From an optimization exercise on the open Yosys and OpenROAD flow, aimed at small area, a short achievable clock period and few clock cycles per item; shortcuts taken in it are not production practice.
In this exercise RTL edits were held to simulation tests only and were not proved equivalent to the original.
Power figures rest on the tool's default switching activity, not on a simulated workload.

==> inputs of zinc <==
==> flow/design.v <==
package bdh_pkg;
    localparam int CFG_IDX_W = 2;
    typedef logic [CFG_IDX_W-1:0] cfg_idx_t;
    localparam cfg_idx_t CFG_ENERGY_THR = 2'd0;
    localparam cfg_idx_t CFG_DIFF_THR   = 2'd1;
    localparam cfg_idx_t CFG_TOGGLE_CNT = 2'd2;
    localparam int CFG_DATA_W   = 32;
    localparam int TOGGLE_CNT_W = 6;
    localparam int MAX_TOGGLES  = 32;
    localparam int BAND_W     = 32;
    localparam int HASH_W     = 32;
    localparam int RANK_W     = 5;
    localparam int S_TDATA_W  = 32;
    localparam int M_TDATA_W  = 48;
    localparam int ST_W = 3;
    typedef logic [ST_W-1:0] state_t;
    localparam state_t ST_BAND  = 3'd0;
    localparam state_t ST_CALC  = 3'd1;
    localparam state_t ST_WRITE = 3'd2;
    localparam state_t ST_SCAN  = 3'd3;
    localparam state_t ST_DRAIN = 3'd4;
    localparam state_t ST_EMIT  = 3'd5;
    localparam state_t ST_EMIT0 = 3'd6;
endpackage
module bdh_ram #(
    parameter int WIDTH  = 8,
    parameter int DEPTH  = 32,
    parameter int ADDR_W = (DEPTH > 1) ? $clog2(DEPTH) : 1
) (
    input  logic              aclk,
    input  logic              we,
    input  logic [ADDR_W-1:0] waddr,
    input  logic [WIDTH-1:0]  wdata,
    input  logic              re,
    input  logic [ADDR_W-1:0] raddr,
    output logic [WIDTH-1:0]  rdata
);
    logic [WIDTH-1:0] mem [DEPTH];
    logic [WIDTH-1:0] rdata_reg;
    always_ff @(posedge aclk) begin
        if (we) begin
            mem[waddr] <= wdata;
        end
        if (re) begin
            rdata_reg <= mem[raddr];
        end
    end
    assign rdata = rdata_reg;
endmodule
import bdh_pkg::*;
module bark_difference_hash_bits_core #(
    parameter int NUM_BANDS    = 33,
    parameter int ENERGY_WIDTH = 32
) (
    input  logic                          aclk,
    input  logic                          aresetn,
    input  logic                          cfg_valid,
    output logic                          cfg_ready,
    input  bdh_pkg::cfg_idx_t             cfg_index,
    input  logic [bdh_pkg::CFG_DATA_W-1:0] cfg_data,
    input  logic                          s_tvalid,
    output logic                          s_tready,
    input  logic [bdh_pkg::S_TDATA_W-1:0] s_tdata,    
    input  logic [0:0]                    s_tuser,    
    output logic                          m_tvalid,
    input  logic                          m_tready,
    output logic [bdh_pkg::M_TDATA_W-1:0] m_tdata,
    output logic [0:0]                    m_tuser,    
    output logic                          m_tlast     
);
    localparam int NP = 32;      
    localparam int HW = 34;      
    logic [31:0] energy_thr_reg, diff_thr_reg;
    logic [5:0]  toggle_cnt_reg;
    logic        in_v_reg;               
    logic [31:0] in_e_reg;
    logic        in_u_reg;
    logic [5:0]  band_cnt_reg;           
    logic        first_reg;
    logic [31:0] prev_e_reg;
    logic [NP-1:0][32:0] dq;             
    logic          st_v_reg;
    logic [HW-1:0] st_h_reg;             
    logic          st_loud_reg;
    logic [4:0]    st_idx_reg;
    logic [31:0]   hash_acc_reg;
    logic [NP-1:0][HW-1:0] sh;           
    logic [NP-1:0][4:0]    sk;           
    logic [NP-1:0][4:0]    sx;           
    logic [NP-1:0]         mask_reg;     
    logic [NP-1:0]         lm_reg;       
    logic [NP-1:0]         pl_reg;       
    logic        fc_reg;                 
    logic        active_reg;             
    logic        zero_reg;               
    logic [4:0]  rank_reg;
    logic [5:0]  left_reg;               
    logic [31:0] sort_hash_reg;
    logic        m_valid_reg;
    logic [4:0]  m_rank_reg, m_idx_reg;
    logic        m_tv_reg, m_last_reg;
    logic        q_valid_reg;            
    logic [4:0]  q_rank_reg, q_idx_reg;
    logic        q_tv_reg, q_last_reg;
    logic step, ins_ok, ins, band0, in_take;
    assign cfg_ready = 1'b1;
    assign step      = active_reg && !q_valid_reg && (rank_reg != 5'd0 || !m_valid_reg);
    assign ins_ok    = !fc_reg && (!active_reg || step);
    assign ins       = st_v_reg && ins_ok;
    assign band0     = (band_cnt_reg == 6'd0);
    assign in_take   = in_v_reg && (band0 || !st_v_reg || ins_ok);
    assign s_tready  = !in_v_reg || in_take;
    logic [32:0]   d_new;
    logic [HW-1:0] a_part, h_new;
    logic          loud;
    assign d_new  = {1'b0, prev_e_reg} - {1'b0, in_e_reg};
    assign a_part = {2'b00, prev_e_reg} - (first_reg ? {HW{1'b0}} : {dq[0][32], dq[0]});
    assign h_new  = a_part - {2'b00, in_e_reg};
    assign loud   = (prev_e_reg > energy_thr_reg) || (in_e_reg > energy_thr_reg);
    logic h_bit;
    assign h_bit = st_loud_reg && (st_h_reg > {1'b1, 1'b0, diff_thr_reg});
    logic [NP-1:0] lt, gt;               
    genvar gn;
    generate
        for (gn = 0; gn < NP; gn++) begin : g_cmp
            assign lt[gn] = lm_reg[gn] && (sh[gn] < st_h_reg);
            assign gt[gn] = lm_reg[gn] && (st_h_reg < sh[gn]);
        end
    endgenerate
    logic [7:0][2:0] pc4;
    logic [3:0][3:0] pc8;
    logic [1:0][4:0] pc16;
    logic [5:0]      pc;
    always_comb begin
        for (int g = 0; g < 8; g++)
            pc4[g] = {2'd0, pl_reg[4*g]} + {2'd0, pl_reg[4*g+1]}
                   + {2'd0, pl_reg[4*g+2]} + {2'd0, pl_reg[4*g+3]};
        for (int g = 0; g < 4; g++) pc8[g] = {1'b0, pc4[2*g]} + {1'b0, pc4[2*g+1]};
        for (int g = 0; g < 2; g++) pc16[g] = {1'b0, pc8[2*g]} + {1'b0, pc8[2*g+1]};
        pc = {1'b0, pc16[0]} + {1'b0, pc16[1]};
    end
    logic [NP-1:0] cand, win;
    logic [NP-1:0] incl;                 
    always_comb begin
        for (int j = 0; j < NP; j++) cand[j] = mask_reg[j] && (sk[j] <= rank_reg);
        incl = cand;
        for (int l = 0; l < 5; l++)
            for (int j = 0; j < NP; j++)
                if ((j >> l) & 1) incl[j] = incl[j] | incl[((j >> l) << l) - 1];
        win[0] = cand[0];
        for (int j = 1; j < NP; j++) win[j] = cand[j] && !incl[j-1];
    end
    logic [4:0] win_idx;
    always_comb begin
        win_idx = '0;
        for (int j = 0; j < NP; j++) win_idx = win_idx | (win[j] ? sx[j] : 5'd0);
    end
    logic mv;                            
    assign mv = step && !zero_reg;
    always_ff @(posedge aclk) begin
        if (s_tvalid && s_tready) begin
            in_e_reg <= s_tdata;
            in_u_reg <= s_tuser[0];
        end
        if (in_take && !band0) begin
            for (int j = 0; j < NP - 1; j++) dq[j] <= dq[j+1];
            dq[NP-1]    <= d_new;
            st_h_reg    <= {~h_new[HW-1], h_new[HW-2:0]};
            st_loud_reg <= loud;
            st_idx_reg  <= band_cnt_reg[4:0] - 5'd1;
        end
        if (in_take) begin
            prev_e_reg <= in_e_reg;
        end
        for (int j = 0; j < NP - 1; j++) begin
            if (ins || (mv && mask_reg[j])) begin
                sh[j] <= sh[j+1];
                if (mv && win[j+1]) begin
                    sk[j] <= sk[0];
                    sx[j] <= sx[0];
                end else begin
                    sk[j] <= sk[j+1] + {4'd0, ins && gt[j+1]}
                                     + ((j == NP - 2) ? pc[4:0] : 5'd0);
                    sx[j] <= sx[j+1];
                end
            end
        end
        if (ins) begin
            sh[NP-1] <= st_h_reg;
            sk[NP-1] <= 5'd0;
            sx[NP-1] <= st_idx_reg;
        end else begin
            sk[NP-1] <= sk[NP-1] + pc[4:0];
        end
        pl_reg <= ins ? lt : '0;
        if (ins) begin
            hash_acc_reg <= {hash_acc_reg[30:0], h_bit};
        end
        if (step && rank_reg == 5'd0) begin
            sort_hash_reg <= hash_acc_reg;
        end
        if (!m_valid_reg || m_tready) begin
            if (q_valid_reg) begin
                m_rank_reg <= q_rank_reg;
                m_idx_reg  <= q_idx_reg;
                m_tv_reg   <= q_tv_reg;
                m_last_reg <= q_last_reg;
            end else begin
                m_rank_reg <= rank_reg;
                m_idx_reg  <= zero_reg ? 5'd0 : win_idx;
                m_tv_reg   <= !zero_reg;
                m_last_reg <= zero_reg || (left_reg == 6'd1);
            end
        end
        if (!q_valid_reg) begin
            q_rank_reg <= rank_reg;
            q_idx_reg  <= zero_reg ? 5'd0 : win_idx;
            q_tv_reg   <= !zero_reg;
            q_last_reg <= zero_reg || (left_reg == 6'd1);
        end
        if (step) begin
            rank_reg   <= rank_reg + 5'd1;
            left_reg   <= left_reg - 6'd1;
            mask_reg   <= {1'b0, mask_reg[NP-1:1]};
        end
        if (fc_reg) begin
            rank_reg <= 5'd0;
            left_reg <= (toggle_cnt_reg > 6'd32) ? 6'd32 : toggle_cnt_reg;
            zero_reg <= (toggle_cnt_reg == 6'd0);
            mask_reg <= '1;
        end
        if (!aresetn) begin
            energy_thr_reg <= 32'd25600;
            diff_thr_reg   <= 32'd2560;
            toggle_cnt_reg <= '0;
            band_cnt_reg   <= '0;
            first_reg      <= 1'b1;
            in_v_reg       <= 1'b0;
            st_v_reg       <= 1'b0;
            lm_reg         <= '0;
            fc_reg         <= 1'b0;
            active_reg     <= 1'b0;
            m_valid_reg    <= 1'b0;
            q_valid_reg    <= 1'b0;
        end else begin
            if (cfg_valid) begin
                case (cfg_index)
                    CFG_ENERGY_THR: energy_thr_reg <= cfg_data;
                    CFG_DIFF_THR:   diff_thr_reg   <= cfg_data;
                    CFG_TOGGLE_CNT: toggle_cnt_reg <= cfg_data[TOGGLE_CNT_W-1:0];
                    default: ;
                endcase
            end
            if (s_tvalid && s_tready) begin
                in_v_reg <= 1'b1;
            end else if (in_take) begin
                in_v_reg <= 1'b0;
            end
            if (in_take) begin
                if (band0) begin
                    band_cnt_reg <= 6'd1;
                    if (in_u_reg) first_reg <= 1'b1;
                end else if (band_cnt_reg == 6'd32) begin
                    band_cnt_reg <= 6'd0;
                    first_reg    <= 1'b0;
                end else begin
                    band_cnt_reg <= band_cnt_reg + 6'd1;
                end
            end
            if (in_take && !band0) begin
                st_v_reg <= 1'b1;
            end else if (ins) begin
                st_v_reg <= 1'b0;
            end
            if (ins) begin
                lm_reg <= (st_idx_reg == 5'd31) ? '0 : {1'b1, lm_reg[NP-1:1]};
            end
            fc_reg <= ins && (st_idx_reg == 5'd31);
            if (!m_valid_reg || m_tready) begin
                m_valid_reg <= q_valid_reg || step;
                q_valid_reg <= 1'b0;
            end else if (step) begin
                q_valid_reg <= 1'b1;
            end
            if (step && (zero_reg || left_reg == 6'd1)) begin
                active_reg <= 1'b0;
            end
            if (fc_reg) begin
                active_reg <= 1'b1;
            end
        end
    end
    assign m_tvalid = m_valid_reg;
    assign m_tdata  = {6'd0, m_idx_reg, m_rank_reg, sort_hash_reg};
    assign m_tuser  = m_tv_reg;
    assign m_tlast  = m_last_reg;
endmodule
==> flow/run.sh <==
#!/bin/bash
# synth_recipe.tcl (not shown) runs the flow's synth.tcl, then flattens the netlist and writes it again
# the make line also repeats each setting of config.mk as NAME=value (left out here)
make -C /OpenROAD-flow-scripts/flow DESIGN_CONFIG=/design/flow/config.mk WORK_HOME=/design/flow/orfs CLKGATE_MAP_FILE= SYNTH_SCRIPT=/design/flow/synth_recipe.tcl finish
==> flow/config.mk <==
export PLATFORM = sky130hd
export DESIGN_NAME = bark_difference_hash_bits_core
export DESIGN_NICKNAME = bark_difference_hash_bits_core
export VERILOG_FILES = /design/flow/design.v
export SDC_FILE = /design/flow/constraint.sdc
export NUM_CORES = 4
export LEC_CHECK = 0
export CAP_MARGIN = 20
export CORE_MARGIN = 2
export CORE_UTILIZATION = 45
export SETUP_SLACK_MARGIN = 4.5
export SLEW_MARGIN = 20
==> flow/constraint.sdc <==
create_clock -name core_clock -period 9.0 [get_ports {aclk}]
set_input_delay 1.8000 -clock core_clock [delete_from_list [all_inputs] [get_ports {aclk}]]
set_output_delay 1.8000 -clock core_clock [all_outputs]
set_load 0.01 [all_outputs]
==> indigo: changes against zinc <==
--- a/flow/design.v
+++ b/flow/design.v
@@ -76,8 +76,10 @@
     logic [31:0] in_e_reg;
     logic        in_u_reg;
     logic [5:0]  band_cnt_reg;           
+    logic        band0_reg;              
     logic        first_reg;
     logic [31:0] prev_e_reg;
+    logic [HW-1:0] a_reg;                
     logic [NP-1:0][32:0] dq;             
     logic          st_v_reg;
     logic [HW-1:0] st_h_reg;             
@@ -87,13 +89,19 @@
     logic [NP-1:0][HW-1:0] sh;           
     logic [NP-1:0][4:0]    sk;           
     logic [NP-1:0][4:0]    sx;           
+    logic [NP-1:0]         sc;           
     logic [NP-1:0]         mask_reg;     
     logic [NP-1:0]         lm_reg;       
-    logic [NP-1:0]         pl_reg;       
+    logic [NP-1:0] pl_reg;               
+    logic [4:0]    h0_reg, h1_reg;       
+    logic          moved_reg;            
+    logic          z_reg, one_reg;       
     logic        fc_reg;                 
+    logic        pend_reg;               
     logic        active_reg;             
     logic        zero_reg;               
-    logic [4:0]  rank_reg;
+    logic        rank0_reg;              
+    logic [4:0]  rank_reg, rank1_reg;    
     logic [5:0]  left_reg;               
     logic [31:0] sort_hash_reg;
     logic        m_valid_reg;
@@ -102,21 +110,24 @@
     logic        q_valid_reg;            
     logic [4:0]  q_rank_reg, q_idx_reg;
     logic        q_tv_reg, q_last_reg;
-    logic step, ins_ok, ins, band0, in_take;
+    logic step, mv, ins_ok, ins, in_take;
     assign cfg_ready = 1'b1;
-    assign step      = active_reg && !q_valid_reg && (rank_reg != 5'd0 || !m_valid_reg);
+    assign step      = active_reg && !q_valid_reg && (!rank0_reg || !m_valid_reg);
+    assign mv        = step && !zero_reg;
     assign ins_ok    = !fc_reg && (!active_reg || step);
     assign ins       = st_v_reg && ins_ok;
-    assign band0     = (band_cnt_reg == 6'd0);
-    assign in_take   = in_v_reg && (band0 || !st_v_reg || ins_ok);
+    assign in_take   = in_v_reg && (band0_reg || !st_v_reg || ins_ok);
     assign s_tready  = !in_v_reg || in_take;
     logic [32:0]   d_new;
-    logic [HW-1:0] a_part, h_new;
-    logic          loud;
+    logic [HW-1:0] h_new, a_next;
+    logic          loud, first_next;
     assign d_new  = {1'b0, prev_e_reg} - {1'b0, in_e_reg};
-    assign a_part = {2'b00, prev_e_reg} - (first_reg ? {HW{1'b0}} : {dq[0][32], dq[0]});
-    assign h_new  = a_part - {2'b00, in_e_reg};
+    assign h_new  = a_reg - {2'b00, in_e_reg};
     assign loud   = (prev_e_reg > energy_thr_reg) || (in_e_reg > energy_thr_reg);
+    assign first_next = band0_reg ? (first_reg || in_u_reg) : first_reg;
+    assign a_next = {2'b00, in_e_reg}
+                  - (first_next ? {HW{1'b0}}
+                                : (band0_reg ? {dq[0][32], dq[0]} : {dq[1][32], dq[1]}));
     logic h_bit;
     assign h_bit = st_loud_reg && (st_h_reg > {1'b1, 1'b0, diff_thr_reg});
     logic [NP-1:0] lt, gt;               
@@ -127,22 +138,26 @@
             assign gt[gn] = lm_reg[gn] && (st_h_reg < sh[gn]);
         end
     endgenerate
-    logic [7:0][2:0] pc4;
-    logic [3:0][3:0] pc8;
-    logic [1:0][4:0] pc16;
-    logic [5:0]      pc;
+    logic [4:0] h0, h1;
     always_comb begin
-        for (int g = 0; g < 8; g++)
-            pc4[g] = {2'd0, pl_reg[4*g]} + {2'd0, pl_reg[4*g+1]}
-                   + {2'd0, pl_reg[4*g+2]} + {2'd0, pl_reg[4*g+3]};
-        for (int g = 0; g < 4; g++) pc8[g] = {1'b0, pc4[2*g]} + {1'b0, pc4[2*g+1]};
-        for (int g = 0; g < 2; g++) pc16[g] = {1'b0, pc8[2*g]} + {1'b0, pc8[2*g+1]};
-        pc = {1'b0, pc16[0]} + {1'b0, pc16[1]};
+        h0 = '0;
+        h1 = '0;
+        for (int j = 0; j < 16; j++) begin
+            h0 = h0 + {4'd0, pl_reg[j]};
+            h1 = h1 + {4'd0, pl_reg[16+j]};
+        end
+    end
+    logic [4:0] ksum;                    
+    assign ksum = h0_reg + h1_reg;
+    logic [NP-1:0] add_at;               
+    always_comb begin
+        add_at = '0;
+        add_at[NP-1] = !moved_reg;
+        add_at[NP-2] = moved_reg;
     end
-    logic [NP-1:0] cand, win;
-    logic [NP-1:0] incl;                 
+    logic [NP-1:0] cand, win, incl;
     always_comb begin
-        for (int j = 0; j < NP; j++) cand[j] = mask_reg[j] && (sk[j] <= rank_reg);
+        cand = sc & mask_reg;
         incl = cand;
         for (int l = 0; l < 5; l++)
             for (int j = 0; j < NP; j++)
@@ -155,48 +170,64 @@
         win_idx = '0;
         for (int j = 0; j < NP; j++) win_idx = win_idx | (win[j] ? sx[j] : 5'd0);
     end
-    logic mv;                            
-    assign mv = step && !zero_reg;
+    logic [NP-1:0] cnext;
+    always_comb begin
+        for (int j = 0; j < NP; j++) cnext[j] = (sk[j] <= rank1_reg);
+        if (pend_reg) cnext[NP-1] = z_reg || one_reg;
+    end
     always_ff @(posedge aclk) begin
         if (s_tvalid && s_tready) begin
             in_e_reg <= s_tdata;
             in_u_reg <= s_tuser[0];
         end
-        if (in_take && !band0) begin
+        if (in_take) begin
+            prev_e_reg <= in_e_reg;
+            a_reg      <= a_next;
+        end
+        if (in_take && !band0_reg) begin
             for (int j = 0; j < NP - 1; j++) dq[j] <= dq[j+1];
             dq[NP-1]    <= d_new;
             st_h_reg    <= {~h_new[HW-1], h_new[HW-2:0]};
             st_loud_reg <= loud;
             st_idx_reg  <= band_cnt_reg[4:0] - 5'd1;
         end
-        if (in_take) begin
-            prev_e_reg <= in_e_reg;
+        if (ins) begin
+            for (int j = 0; j < NP - 1; j++) sh[j] <= sh[j+1];
+            sh[NP-1] <= st_h_reg;
         end
         for (int j = 0; j < NP - 1; j++) begin
-            if (ins || (mv && mask_reg[j])) begin
-                sh[j] <= sh[j+1];
-                if (mv && win[j+1]) begin
-                    sk[j] <= sk[0];
-                    sx[j] <= sx[0];
-                end else begin
-                    sk[j] <= sk[j+1] + {4'd0, ins && gt[j+1]}
-                                     + ((j == NP - 2) ? pc[4:0] : 5'd0);
-                    sx[j] <= sx[j+1];
-                end
+            if (mv && win[j+1]) begin
+                sk[j] <= sk[0];
+                sx[j] <= sx[0];
+                sc[j] <= cnext[0];
+            end else if (ins || (mv && mask_reg[j])) begin
+                sk[j] <= sk[j+1] + {4'd0, ins && gt[j+1]} + (add_at[j+1] ? ksum : 5'd0);
+                sx[j] <= sx[j+1];
+                sc[j] <= cnext[j+1];
+            end else begin
+                if (add_at[j]) sk[j] <= sk[j] + ksum;
+                if (fc_reg) sc[j] <= (sk[j] == 5'd0) && (!add_at[j] || ksum == 5'd0);
             end
         end
         if (ins) begin
-            sh[NP-1] <= st_h_reg;
             sk[NP-1] <= 5'd0;
             sx[NP-1] <= st_idx_reg;
         end else begin
-            sk[NP-1] <= sk[NP-1] + pc[4:0];
+            sk[NP-1] <= sk[NP-1] + (add_at[NP-1] ? ksum : 5'd0);
+        end
+        if (fc_reg) sc[NP-1] <= (pl_reg == '0);
+        pl_reg    <= ins ? lt : '0;
+        h0_reg    <= h0;
+        h1_reg    <= h1;
+        moved_reg <= ins;
+        if (fc_reg) begin
+            z_reg   <= (pl_reg == '0);
+            one_reg <= (h0 + h1 == 5'd1);
         end
-        pl_reg <= ins ? lt : '0;
         if (ins) begin
             hash_acc_reg <= {hash_acc_reg[30:0], h_bit};
         end
-        if (step && rank_reg == 5'd0) begin
+        if (step && rank0_reg) begin
             sort_hash_reg <= hash_acc_reg;
         end
         if (!m_valid_reg || m_tready) begin
@@ -219,23 +250,29 @@
             q_last_reg <= zero_reg || (left_reg == 6'd1);
         end
         if (step) begin
-            rank_reg   <= rank_reg + 5'd1;
+            rank_reg   <= rank1_reg;
+            rank1_reg  <= rank1_reg + 5'd1;
+            rank0_reg  <= 1'b0;
             left_reg   <= left_reg - 6'd1;
             mask_reg   <= {1'b0, mask_reg[NP-1:1]};
         end
+        pend_reg <= fc_reg;
         if (fc_reg) begin
-            rank_reg <= 5'd0;
-            left_reg <= (toggle_cnt_reg > 6'd32) ? 6'd32 : toggle_cnt_reg;
-            zero_reg <= (toggle_cnt_reg == 6'd0);
-            mask_reg <= '1;
+            rank_reg  <= 5'd0;
+            rank1_reg <= 5'd1;
+            rank0_reg <= 1'b1;
+            left_reg  <= (toggle_cnt_reg > 6'd32) ? 6'd32 : toggle_cnt_reg;
+            zero_reg  <= (toggle_cnt_reg == 6'd0);
+            mask_reg  <= '1;
         end
         if (!aresetn) begin
             energy_thr_reg <= 32'd25600;
             diff_thr_reg   <= 32'd2560;
             toggle_cnt_reg <= '0;
+            in_v_reg       <= 1'b0;
             band_cnt_reg   <= '0;
+            band0_reg      <= 1'b1;
             first_reg      <= 1'b1;
-            in_v_reg       <= 1'b0;
             st_v_reg       <= 1'b0;
             lm_reg         <= '0;
             fc_reg         <= 1'b0;
@@ -257,17 +294,19 @@
                 in_v_reg <= 1'b0;
             end
             if (in_take) begin
-                if (band0) begin
+                first_reg <= first_next;
+                if (band0_reg) begin
                     band_cnt_reg <= 6'd1;
-                    if (in_u_reg) first_reg <= 1'b1;
+                    band0_reg    <= 1'b0;
                 end else if (band_cnt_reg == 6'd32) begin
                     band_cnt_reg <= 6'd0;
+                    band0_reg    <= 1'b1;
                     first_reg    <= 1'b0;
                 end else begin
                     band_cnt_reg <= band_cnt_reg + 6'd1;
                 end
             end
-            if (in_take && !band0) begin
+            if (in_take && !band0_reg) begin
                 st_v_reg <= 1'b1;
             end else if (ins) begin
                 st_v_reg <= 1'b0;
--- a/flow/config.mk
+++ b/flow/config.mk
@@ -8,5 +8,5 @@
 export CAP_MARGIN = 20
 export CORE_MARGIN = 2
 export CORE_UTILIZATION = 45
-export SETUP_SLACK_MARGIN = 4.5
+export SETUP_SLACK_MARGIN = 5
 export SLEW_MARGIN = 20
==> qor summary <==
Outcome: indigo timing/DRC/antenna clean; zinc timing/DRC/antenna clean
Global Route met2 Usage: indigo 38.2%; zinc 34.5%
End point of the most critical hold path: indigo dq[266]$_DFFE_PP_; zinc sh[887]$_DFFE_PP_
Routed WL: indigo 358000 um; zinc 304000 um
Launch instance of the worst min-delay path: indigo dq[299]$_DFFE_PP_; zinc sh[921]$_DFFE_PP_
Initial antenna violation count: indigo 15; zinc 9
Crit path max fanout: indigo 3; zinc 2
Number of multi-input combinational cells: indigo 5891; zinc 5361
Slew @ Worst Pin: indigo 1.24 ns; zinc 1.21 ns
First-pass DRT Iterations: indigo 9; zinc 6
Final antenna diode count: indigo 9; zinc 6
Number of cell rows: indigo 203; zinc 199
Fraction of final layout cells with drive strength greater than 1: indigo 12.3%; zinc 9.90%
Routed vias: indigo 84583; zinc 77506
Total cell area at the placement stage: indigo 0.145 sq mm; zinc 0.139 sq mm
Cell-internal power: indigo 0.0232 W; zinc 0.0231 W
Sequential power: indigo 0.0152 W; zinc 0.0150 W
Total length of routed met3 wires: indigo 16400 um; zinc 13800 um
Comb group: indigo 0.00179 W; zinc 0.00255 W
Design Area, Final: indigo 0.160 sq mm; zinc 0.151 sq mm
Fin crit share: indigo 47.8%; zinc 61.8%
Proportion of synthesized area in mux cells: indigo 1.80%; zinc 1.71%
DRT met1 WL: indigo 148000 um; zinc 129000 um
Fill cells: indigo 25588; zinc 24320
Path depth of the worst reg2reg path: indigo 15; zinc 19
Testbench counts of zinc, summed over its fixed seeds: cycles 7,800, frames 192.
Testbench counts of indigo, summed over its fixed seeds: cycles 7,800, frames 192.

## re-timing with driven ports
The results above use ideal ports. As a check the final layouts listed here were re-extracted and re-timed, cells and wires unchanged.
Step 1: set_driving_cell puts a clkbuf_16 on aclk and a buf_2 on each other input, an assumption about the parent block.
Step 2, shift: input delay + t, output delay - t, t = (earliest + latest rising clock arrival at the registers) / 2. This alone moves slack from input paths to output paths.
a / b / c = ideal / step 1 / step 2; a / b = the first two.
| run | t (ns) | setup WS [ns] | worst setup path at the end | slew at the worst register clock pin (ns) | pins driven straight from the clock port |
|---|---|---|---|---|---|
| zinc | 0.996 | 3.441 / 3.441 / 3.441 | register to register | 0.06 / 0.06 | 1 |
| indigo | 0.964 | 4.699 / 4.699 / 4.698 | input to register | 0.07 / 0.07 | 1 |
After both steps every run listed still meets setup and hold. The setup slack of indigo, which loses most, moves by 0.000 ns with the drivers and by -0.001 ns with both steps.
